Background: an optimization exercise with open tools, aiming at small area, a short achievable clock period and few clock cycles per item. Do not read the settings as production practice.
No driver is modelled on the clock port, so clock power and skew are understated where the tree is cut down; a real chip needs a root buffer or a tree.
Power is estimated from default activity; no workload was simulated.

==> job 7858 <==
==> flow/design.v (excerpt) <==
module rolling_hash_string_search (
  input  wire logic                   clk,
  input  wire logic                   rst,
  input  wire logic                   cfg_write_enable,
  input  wire logic [rhss_pkg::CFG_INDEX_W-1:0] cfg_index,
  input  wire logic [rhss_pkg::CFG_DATA_W-1:0]  cfg_data,
  input  wire logic                   text_valid,
  output wire logic                   text_ready,
  input  wire logic [rhss_pkg::BYTE_W-1:0]      text_byte,
  input  wire logic                   text_last,
  output wire logic                   result_valid,
  input  wire logic                   result_ready,
  output wire logic                   result_found,
  output wire logic [rhss_pkg::POSITION_W-1:0]  result_position
);
==> module rolling_hash_string_search, before the edit <==
module rolling_hash_string_search (
  input  wire logic                   clk,
  input  wire logic                   rst,
  input  wire logic                   cfg_write_enable,
  input  wire logic [rhss_pkg::CFG_INDEX_W-1:0] cfg_index,
  input  wire logic [rhss_pkg::CFG_DATA_W-1:0]  cfg_data,
  input  wire logic                   text_valid,
  output wire logic                   text_ready,
  input  wire logic [rhss_pkg::BYTE_W-1:0]      text_byte,
  input  wire logic                   text_last,
  output wire logic                   result_valid,
  input  wire logic                   result_ready,
  output wire logic                   result_found,
  output wire logic [rhss_pkg::POSITION_W-1:0]  result_position
);
  logic [CFG_DATA_W-1:0]    pat_word [PATTERN_WORDS];
  logic [PATTERN_WORDS-1:0] word_set;      
  logic [4:0]               len_m1;        
  logic [MAX_PATTERN-1:0]   mvec;
  logic                     first;         
  logic                     s2_valid;
  logic                     s2_last;
  logic                     s2_first;
  logic                     matched;       
  logic                     out_valid;
  logic                     out_found;
  logic [POSITION_W-1:0]    pos;           
  logic                     ready_q;
  logic                     take;
  logic                     zero_byte;
  logic [MAX_PATTERN-1:0]   eq;
  logic [MAX_PATTERN-1:0]   mvec_new;
  assign take      = text_valid && ready_q;
  assign zero_byte = (text_byte == '0);
  always_comb begin
    for (int k = 0; k < MAX_PATTERN; k++) begin
      eq[k] = word_set[k/8] ? (text_byte == pat_word[k/8][(k%8)*8 +: 8]) : zero_byte;
    end
    mvec_new = eq & {mvec[MAX_PATTERN-2:0] & {(MAX_PATTERN-1){!first}}, 1'b1};
  end
  logic                     hit;
  logic                     need;
  logic                     stall;
  logic                     go;
  logic [POSITION_W-1:0]    pos_cur;
  logic                     out_valid_nx;
  logic                     s2_valid_nx;
  logic                     matched_nx;
  assign hit     = mvec[len_m1];
  assign need    = s2_valid && !matched;
  assign stall   = need && out_valid && !result_ready;
  assign go      = need && !stall;
  assign pos_cur = s2_first ? (POSITION_W'(0) - POSITION_W'(len_m1)) : (pos + POSITION_W'(1));
  always_comb begin
    out_valid_nx = out_valid && !result_ready;
    if (go && (hit || s2_last)) out_valid_nx = 1'b1;
    s2_valid_nx = take || (s2_valid && stall);
    matched_nx  = matched;
    if (s2_valid && !stall) begin
      if (s2_last) matched_nx = 1'b0;
      else if (need && hit) matched_nx = 1'b1;
    end
  end
  always_ff @(posedge clk) begin
    if (rst) begin
      word_set  <= '0;
      len_m1    <= '0;
      first     <= 1'b1;
      s2_valid  <= 1'b0;
      matched   <= 1'b0;
      out_valid <= 1'b0;
      ready_q   <= 1'b1;
    end else begin
      if (cfg_write_enable) begin
        if (cfg_index == REG_PATTERN_LENGTH) begin
          if (cfg_data[5:0] == 6'd0) len_m1 <= 5'd0;
          else if (cfg_data[5]) len_m1 <= 5'd31;
          else len_m1 <= cfg_data[4:0] - 5'd1;
        end
        for (int w = 0; w < PATTERN_WORDS; w++) begin
          if (cfg_index == CFG_INDEX_W'(w + 1)) word_set[w] <= 1'b1;
        end
      end
      if (take) first <= text_last;
      s2_valid  <= s2_valid_nx;
      matched   <= matched_nx;
      out_valid <= out_valid_nx;
      ready_q   <= !(out_valid_nx && s2_valid_nx && !matched_nx);
    end
  end
  always_ff @(posedge clk) begin
    if (cfg_write_enable) begin
      for (int w = 0; w < PATTERN_WORDS; w++) begin
        if (cfg_index == CFG_INDEX_W'(w + 1)) pat_word[w] <= cfg_data;
      end
    end
    if (take) begin
      mvec     <= mvec_new;
      s2_last  <= text_last;
      s2_first <= first;
    end
    if (go) begin
      out_found <= hit;
      pos       <= (s2_last && !hit) ? '0 : pos_cur;
    end
  end
  assign text_ready      = ready_q;
  assign result_valid    = out_valid;
  assign result_found    = out_found;
  assign result_position = pos;
endmodule
==> flow/config.mk <==
export PLATFORM = sky130hd
export DESIGN_NAME = rolling_hash_string_search
export DESIGN_NICKNAME = rolling_hash_string_search
export VERILOG_FILES = /design/flow/design.v
export SDC_FILE = /design/flow/constraint.sdc
export NUM_CORES = 4
export LEC_CHECK = 0
export CAP_MARGIN = 20
export CORE_MARGIN = 2
export CORE_UTILIZATION = 40
export CTS_BUF_LIST = sky130_fd_sc_hd__clkbuf_8 sky130_fd_sc_hd__clkbuf_16
export CTS_CLUSTER_DIAMETER = 80
export CTS_CLUSTER_SIZE = 30
export SLEW_MARGIN = 20
==> flow/constraint.sdc <==
create_clock -name core_clock -period 11.0 [get_ports {clk}]
set_input_delay 2.2000 -clock core_clock [delete_from_list [all_inputs] [get_ports {clk}]]
set_output_delay 2.2000 -clock core_clock [all_outputs]
set_load 0.01 [all_outputs]
standard.sh (not shown) runs the stock make flow with config.mk's settings and CLKGATE_MAP_FILE= SYNTH_SCRIPT=/design/flow/synth_recipe.tcl, a recipe that flattens the netlist after the stock synthesis.
==> flow/flow/run.sh <==
#!/bin/bash
# The standard layout (the standard.sh, standard synthesis unchanged) with extra
# ORFS make settings read from flow/knobs.txt: timing repair aims past the clock period
# so the achieved period (clock period less setup slack) shrinks.
set -euo pipefail
read -r -a KNOBS < flow/knobs.txt
bash standard.sh "${KNOBS[@]}" finish > make_finish.log 2>&1
==> flow/flow/knobs.txt <==
SETUP_SLACK_MARGIN=7.65 REMOVE_ABC_BUFFERS=1
==> inputs of job 1476, as changes to job 7858 <==
==> flow/design.v (replaced) <==
`default_nettype none
package rhss_pkg;
  localparam int BYTE_W        = 8;
  localparam int POSITION_W    = 32;
  localparam int LENGTH_W      = 6;
  localparam int CFG_DATA_W    = 64;
  localparam int CFG_INDEX_W   = 3;
  localparam int PATTERN_WORDS = 4;
  localparam int MAX_PATTERN   = 32;
  localparam logic [CFG_INDEX_W-1:0] REG_PATTERN_LENGTH = 3'd0;
endpackage
`default_nettype wire
`default_nettype none
import rhss_pkg::*;
module rolling_hash_string_search (
  input  wire logic                   clk,
  input  wire logic                   rst,
  input  wire logic                   cfg_write_enable,
  input  wire logic [rhss_pkg::CFG_INDEX_W-1:0] cfg_index,
  input  wire logic [rhss_pkg::CFG_DATA_W-1:0]  cfg_data,
  input  wire logic                   text_valid,
  output wire logic                   text_ready,
  input  wire logic [rhss_pkg::BYTE_W-1:0]      text_byte,
  input  wire logic                   text_last,
  output wire logic                   result_valid,
  input  wire logic                   result_ready,
  output wire logic                   result_found,
  output wire logic [rhss_pkg::POSITION_W-1:0]  result_position
);
  logic [CFG_DATA_W-1:0]    pat_word [PATTERN_WORDS];
  logic [PATTERN_WORDS-1:0] word_set;      
  logic [4:0]               len_m1;        
  logic                     s1_valid;
  logic [BYTE_W-1:0]        s1_byte;
  logic                     s1_last;
  logic                     first;         
  logic [MAX_PATTERN-1:0]   mvec;
  logic                     s2_valid;
  logic                     s2_last;
  logic                     s2_first;
  logic                     matched;       
  logic                     out_valid;
  logic                     out_found;
  logic [POSITION_W-1:0]    pos;           
  logic                     ready_q;
  logic [PATTERN_WORDS-1:0] wr_en;
  always_comb begin
    for (int w = 0; w < PATTERN_WORDS; w++) begin
      wr_en[w] = cfg_write_enable && cfg_index == CFG_INDEX_W'(w + 1);
    end
  end
  always_ff @(posedge clk) begin
    for (int w = 0; w < PATTERN_WORDS; w++) begin
      if (wr_en[w]) pat_word[w] <= cfg_data;
    end
  end
  logic                     hit;
  logic                     need;
  logic                     stall;
  logic                     go;
  logic [POSITION_W-1:0]    pos_cur;
  assign hit   = mvec[len_m1];
  assign need  = s2_valid && !matched;
  assign stall = need && out_valid;
  assign go    = need && !stall;
  assign pos_cur = s2_first ? (POSITION_W'(0) - POSITION_W'(len_m1)) : (pos + POSITION_W'(1));
  logic                     take;
  logic                     adv;
  logic [MAX_PATTERN-1:0]   eq;
  logic [MAX_PATTERN-1:0]   mvec_new;
  assign take = text_valid && ready_q;
  assign adv  = s1_valid && !stall;
  always_comb begin
    for (int k = 0; k < MAX_PATTERN; k++) begin
      eq[k] = word_set[k/8] ? (s1_byte == pat_word[k/8][(k%8)*8 +: 8]) : (s1_byte == 8'd0);
    end
    mvec_new = eq & {mvec[MAX_PATTERN-2:0] & {(MAX_PATTERN-1){!first}}, 1'b1};
  end
  logic out_valid_nx;
  logic s1_valid_nx;
  logic s2_valid_nx;
  logic matched_nx;
  always_comb begin
    out_valid_nx = out_valid && !result_ready;
    if (go && (hit || s2_last)) out_valid_nx = 1'b1;
    s1_valid_nx = take || (s1_valid && stall);
    s2_valid_nx = stall ? s2_valid : s1_valid;
    matched_nx  = matched;
    if (s2_valid && !stall) begin
      if (s2_last) matched_nx = 1'b0;
      else if (need && hit) matched_nx = 1'b1;
    end
  end
  always_ff @(posedge clk) begin
    if (rst) begin
      word_set  <= '0;
      len_m1    <= '0;
      s1_valid  <= 1'b0;
      first     <= 1'b1;
      s2_valid  <= 1'b0;
      matched   <= 1'b0;
      out_valid <= 1'b0;
      ready_q   <= 1'b1;
    end else begin
      word_set <= word_set | wr_en;
      if (cfg_write_enable && cfg_index == REG_PATTERN_LENGTH) begin
        if (cfg_data[5:0] == 6'd0) len_m1 <= 5'd0;
        else if (cfg_data[5]) len_m1 <= 5'd31;
        else len_m1 <= cfg_data[4:0] - 5'd1;
      end
      s1_valid  <= s1_valid_nx;
      if (adv) first <= s1_last;
      s2_valid  <= s2_valid_nx;
      matched   <= matched_nx;
      out_valid <= out_valid_nx;
      ready_q   <= !(s1_valid_nx && out_valid_nx && s2_valid_nx && !matched_nx);
    end
  end
  always_ff @(posedge clk) begin
    if (!(s1_valid && stall)) begin
      s1_byte <= text_byte;
      s1_last <= text_last;
    end
    if (adv) begin
      mvec     <= mvec_new;
      s2_last  <= s1_last;
      s2_first <= first;
    end
    out_found <= (out_found && !go) || (hit && go && s2_valid);
    pos       <= (pos & {POSITION_W{!go}}) | (pos_cur & {POSITION_W{go && (hit || !s2_last)}});
  end
  assign text_ready      = ready_q;
  assign result_valid    = out_valid;
  assign result_found    = out_found;
  assign result_position = pos;
endmodule
`default_nettype wire
==> flow/flow/run.sh (replaced) <==
#!/bin/bash
set -euo pipefail
source flow/settings.sh
bash standard.sh "${ARGS[@]}" cts > make_cts.log 2>&1
openroad -no_init -exit flow/clock_root.tcl > clock_root.log 2>&1
bash standard.sh "${ARGS[@]}" finish > make_finish.log 2>&1
==> flow/flow/clock_root.tcl (new file) <==
set odb_file orfs/results/sky130hd/rolling_hash_string_search/base/4_cts.odb
read_db $odb_file
set block [ord::get_db_block]
set port_net [[$block findBTerm clk] getNet]
set iterms [$port_net getITerms]
if {[llength $iterms] != 1} {
  puts "clock port drives [llength $iterms] pins; tree left as is"
} else {
  set root [[lindex $iterms 0] getInst]
  set out_net [[$root findITerm X] getNet]
  set loads {}
  foreach it [$out_net getITerms] {
    if {[$it getInst] != $root} { lappend loads $it }
  }
  if {[llength $loads] > 4} {
    puts "root buffer [$root getName] drives [llength $loads] pins; tree left as is"
  } else {
    foreach it $loads {
      puts "moving [[$it getInst] getName]/[[$it getMTerm] getName] to the clock port"
      $it disconnect
      $it connect $port_net
    }
    puts "removing root buffer [$root getName] ([[$root getMaster] getName])"
    odb::dbInst_destroy $root
    odb::dbNet_destroy $out_net
    write_db $odb_file
  }
}
==> flow/flow/settings.sh (new file) <==
# Extra ORFS make settings for standard.sh
ARGS=(
  SETUP_SLACK_MARGIN=8.0
  REMOVE_ABC_BUFFERS=1
  "CTS_ARGS=-sink_clustering_enable -repair_clock_nets -sink_clustering_size 25 -sink_clustering_max_diameter 120 -dont_use_dummy_load"
  "BUFFER_PORTS_ARGS=-buffer_cell sky130_fd_sc_hd__buf_1"
)
CORE_UTILIZATION = 55   (was 40)
CTS_BUF_LIST = default   (was sky130_fd_sc_hd__clkbuf_8 sky130_fd_sc_hd__clkbuf_16)
CTS_CLUSTER_DIAMETER = default   (was 80)
CTS_CLUSTER_SIZE = default   (was 30)
PLACE_DENSITY = 0.8   (was default)
TNS_END_PERCENT = 0   (was default)
removed: flow/flow/knobs.txt
==> comparison <==
Of job 1476 and job 7858, job 1476 has the higher sequential share of layout area (gap 4.2 points). Of job 1476 and job 7858, job 7858 has the higher hold slack (gap 0.025 ns). In job 1476 the count of clock-buffer cells in the layout is lower than in job 7858, by 3. Between job 1476 and job 7858, the lower clock power is in job 1476 (gap 24%, measured against job 7858). Against job 7858, the via count of job 1476 is higher by 7.1%. In job 1476 the final cell count is lower than in job 7858, by 4.9%. Against job 7858, the combinational power of job 1476 is larger by about 20%. Between job 1476 and job 7858, the lower power is in job 1476 (gap 3.0%, measured against job 7858).
No run of this note included a check of the RTL's function; only the layout flow was run.

-- separate check: timing with driven ports --
No port has a modelled driver above. Below, the same layouts with a new extraction and two added sets of constraints. Step 1 (the two cells are an assumption about what drives the block):
set clk [get_ports {clk}]
set_driving_cell -lib_cell sky130_fd_sc_hd__clkbuf_16 $clk
set_driving_cell -lib_cell sky130_fd_sc_hd__buf_2 [delete_from_list [all_inputs] $clk]
Step 2, shift: input delay + t, output delay - t, t = (earliest + latest rising clock arrival at the registers) / 2. This alone moves slack from input paths to output paths. Slacks: no drivers / after step 1 / after step 2; pairs: no drivers / after step 1.
run | shift t [ns] | setup WS [ns] | worst setup path after step 2 | clock arrival spread, ns
job 7858 | 0.576 | 7.634 / 7.581 / 7.097 | input to register | 0.034 / 0.034
job 1476 | 0.426 | 7.796 / 7.824 / 7.398 | input to register | 0.024 / 0.024
After both steps every run listed still meets setup and hold. For job 7858, which loses most, drivers alone change the setup slack by -0.053 ns; drivers and shift together by -0.537 ns.
